What follows belongs to an exercise in optimizing a design on an open flow for small area, a short achievable clock period and few clock cycles per item; a production flow would make more cautious choices. RTL that was checked went through simulation tests only; none was proved equivalent to the original. Power figures rest on the tool's default switching activity, not on a simulated workload.

==> flow/design.v (excerpt) <==
module angle_to_cursor_calibrated_mapper_top (
   input  logic        clock,
   input  logic        reset,
   input  logic        req_tvalid,
   output logic        req_tready,
   input  logic [23:0] req_tdata,    
   input  logic [2:0]  req_tuser,    
   output logic        rsp_tvalid,
   input  logic        rsp_tready,
   output logic [39:0] rsp_tdata,    
   output logic [0:0]  rsp_tuser,    
   input  logic        csr_we,
   input  logic [1:0]  csr_index,
   input  logic [13:0] csr_wdata
);
clock: 7.5 ns
lec_check: 0
cap_margin: 20
core_margin: 2
core_utilization: 40
slew_margin: 20
synth_hierarchical: 1
run.sh (not shown) runs the stock make flow with config.mk's settings and CLKGATE_MAP_FILE= SYNTH_SCRIPT=/design/flow/synth_recipe.tcl, a recipe that flattens the netlist after the stock synthesis.
The baseline produced a clean layout.
Testbench counts at the start, summed over its fixed seeds: cycles 2,512, items 2,400.
Then changed:
Settings changed: SETUP_SLACK_MARGIN from default to 4.
What happened: The changed run completed with no timing, DRC or antenna violations. Power rises by 19%. Worst hold slack is worse by 0.036 ns. Final cell count rises by 5.8%. Flip-flop and latch count stays the same. Worst setup slack gains 0.80 ns. Area after synthesis does not change. Global-route usage went up by 1.0 points. Design area increases by 11%.

---

raven:
Another version of the RTL of angle_to_cursor_calibrated_mapper_top (not shown whole).
Size in the first run: roughly 7600 cells after synthesis, about 91 I/O pins.
==> flow/config.mk <==
export PLATFORM = sky130hd
export DESIGN_NAME = angle_to_cursor_calibrated_mapper_top
export DESIGN_NICKNAME = angle_to_cursor_calibrated_mapper_top
export VERILOG_FILES = /design/flow/design.v
export SDC_FILE = /design/flow/constraint.sdc
export NUM_CORES = 4
export LEC_CHECK = 0
export CAP_MARGIN = 20
export CORE_MARGIN = 2
export CORE_UTILIZATION = 40
export SETUP_SLACK_MARGIN = 4.3
export SLEW_MARGIN = 20
export SYNTH_HIERARCHICAL = 1
==> flow/constraint.sdc <==
create_clock -name core_clock -period 7.5 [get_ports {clock}]
set_input_delay 1.5000 -clock core_clock [delete_from_list [all_inputs] [get_ports {clock}]]
set_output_delay 1.5000 -clock core_clock [all_outputs]
set_load 0.01 [all_outputs]
raven: PASS, flow complete, no timing, DRC or antenna violations
Modified inputs, sierra compared to raven
- SETUP_SLACK_MARGIN now 4, was 4.3
--- outcome ---
Of sierra and raven, it is sierra that has the lower post-CTS setup buffer count.
[sierra] combinational cell fraction of total power fell 6.3 points relative to raven
Per the comparison of sierra with raven, wire length per cell after detailed routing now sits lower; net switching power of the design now smaller.
raven ended up with sky130_fd_sc_hd__fa_1 as its slowest library cell on the worst path; sierra ended up with sky130_fd_sc_hd__edfxtp_1.
Summary of sierra over raven: global-route usage over all layers moved down; minimum period implied by the final worst setup slack rose by 0.14 ns; highest cell delay on the worst timing path lower.
No run of this note included a check of the RTL's function; only the layout flow was run.

---

angle_to_cursor_calibrated_mapper_top, a different RTL version from the one above (not shown whole).
// angle_to_cursor_calibrated_mapper_top
module angle_to_cursor_calibrated_mapper_top (
   input  logic        clock,
   input  logic        reset,
   input  logic        req_tvalid,
   output logic        req_tready,
   input  logic [23:0] req_tdata,    
   input  logic [2:0]  req_tuser,    
   output logic        rsp_tvalid,
   input  logic        rsp_tready,
   output logic [39:0] rsp_tdata,    
   output logic [0:0]  rsp_tuser,    
   input  logic        csr_we,
   input  logic [1:0]  csr_index,
   input  logic [13:0] csr_wdata
);
   logic [13:0] span_x_ff, span_y_ff;
   logic [11:0] margin_x_ff, margin_y_ff;
   always_ff @(posedge clock) begin
      if (reset) begin
         span_x_ff   <= 14'(acm_pkg::SPAN_X_RESET);
         span_y_ff   <= 14'(acm_pkg::SPAN_Y_RESET);
         margin_x_ff <= 12'(acm_pkg::MARGIN_RESET);
         margin_y_ff <= 12'(acm_pkg::MARGIN_RESET);
      end else if (csr_we) begin
         case (csr_index)
            2'd0: span_x_ff   <= csr_wdata;
            2'd1: span_y_ff   <= csr_wdata;
            2'd2: margin_x_ff <= csr_wdata[11:0];
            default: margin_y_ff <= csr_wdata[11:0];
         endcase
      end
   end
   logic        adv;
   logic        f_v, f_pv, f_sx, f_sy;
   logic [1:0]  f_la, f_ra;
   logic [8:0]  f_dx, f_dy, f_ex, f_ey;
   logic        b_v;
   logic [36:0] b_rsp, q_rsp;
   acm_front u_front (
      .clock     (clock),
      .reset     (reset),
      .adv       (adv),
      .req_valid (req_tvalid),
      .req_data  (req_tdata),
      .req_kind  (req_tuser),
      .o_v       (f_v),
      .o_pv      (f_pv),
      .o_sx      (f_sx),
      .o_sy      (f_sy),
      .o_la      (f_la),
      .o_ra      (f_ra),
      .o_dx      (f_dx),
      .o_dy      (f_dy),
      .o_ex      (f_ex),
      .o_ey      (f_ey)
   );
   acm_back u_back (
      .clock    (clock),
      .reset    (reset),
      .adv      (adv),
  ...
==> flow/config.mk <==
export PLATFORM = sky130hd
export DESIGN_NAME = angle_to_cursor_calibrated_mapper_top
export DESIGN_NICKNAME = angle_to_cursor_calibrated_mapper_top
export VERILOG_FILES = /design/flow/design.v
export SDC_FILE = /design/flow/constraint.sdc
export NUM_CORES = 4
export LEC_CHECK = 0
export ABC_AREA = 1
export CAP_MARGIN = 20
export CORE_MARGIN = 2
export CORE_UTILIZATION = 40
export CTS_BUF_LIST = sky130_fd_sc_hd__clkbuf_8
export SETUP_SLACK_MARGIN = 4.4
export SLEW_MARGIN = 20
export SYNTH_HIERARCHICAL = 1
==> flow/constraint.sdc <==
create_clock -name core_clock -period 7.5 [get_ports {clock}]
set_input_delay 1.5000 -clock core_clock [delete_from_list [all_inputs] [get_ports {clock}]]
set_output_delay 1.5000 -clock core_clock [all_outputs]
set_load 0.01 [all_outputs]
The starting point completed with no timing, DRC or antenna violations.
Testbench counts at the start, summed over its fixed seeds: cycles 2,512, items 2,400.
==> next run, changes <==
- CORE_UTILIZATION: 40 -> 60
- PLACE_DENSITY: unset -> 0.72
- SETUP_SLACK_MARGIN: 4.4 -> 4.3
Effect:
- non-clock buffer count drops by 133
- via count drops slightly
- total power drops by a few percent
- setup slack improved by 0.055 ns
- cell area drops by a few percent
- sequential power climbs slightly
- die area drops by a quarter to a third
- routed wire length drops by a few percent
- global-route usage climbs by 8.1 points
==> next run, changes <==
- CORE_UTILIZATION: 60 -> 40
- CTS_BUF_LIST: sky130_fd_sc_hd__clkbuf_8 -> unset
- PLACE_DENSITY: 0.72 -> unset
Outcome: Worst setup slack degrades by 0.035 ns; combinational power hardly moves; critical path depth does not change; count of clock-buffer cells in the layout went down by 51; cell area increases by 2.1%.

-- separate check: timing with driven ports --
How much do the figures lean on ideal ports? The routed layouts below were timed once more, with nothing changed but the port constraints. Step 1 (the two cells are an assumption about what drives the block):
set clk [get_ports {clock}]
set_driving_cell -lib_cell sky130_fd_sc_hd__clkbuf_16 $clk
set_driving_cell -lib_cell sky130_fd_sc_hd__buf_2 [delete_from_list [all_inputs] $clk]
Step 2, shift: input delay + t, output delay - t, t = (earliest + latest rising clock arrival at the registers) / 2. This alone moves slack from input paths to output paths. Three values: no drivers, after step 1, after step 2; two values: the first two.
run | t (ns) | slack for setup (ns) | hold slack, ns | latest minus earliest clock arrival (ns) | pins driven straight from the clock port
the first run of note 1 | 0.790 | 2.608 / 2.608 / 2.608 | 0.395 / 0.395 / 0.395 | 0.038 / 0.037 | 1
the second run of note 1 | 0.793 | 3.412 / 3.412 / 3.412 | 0.359 / 0.359 / 0.359 | 0.083 / 0.084 | 1
raven | 0.830 | 4.149 / 4.149 / 4.097 | 0.388 / 0.388 / 0.388 | 0.063 / 0.063 | 1
sierra | 0.827 | 4.010 / 4.010 / 4.010 | 0.380 / 0.380 / 0.380 | 0.047 / 0.047 | 1
the first run of note 3 | 0.981 | 4.342 / 4.276 / 3.720 | 0.389 / 0.389 / 0.389 | 0.071 / 0.071 | 1
the second run of note 3 | 0.963 | 4.397 / 4.340 / 3.842 | 0.379 / 0.379 / 0.379 | 0.067 / 0.067 | 1
the third run of note 3 | 0.826 | 4.362 / 4.308 / 3.712 | 0.387 / 0.387 / 0.387 | 0.042 / 0.042 | 1
After both steps every run listed still meets setup and hold. For the third run of note 3, which loses most, drivers alone change the setup slack by -0.054 ns; drivers and shift together by -0.650 ns.
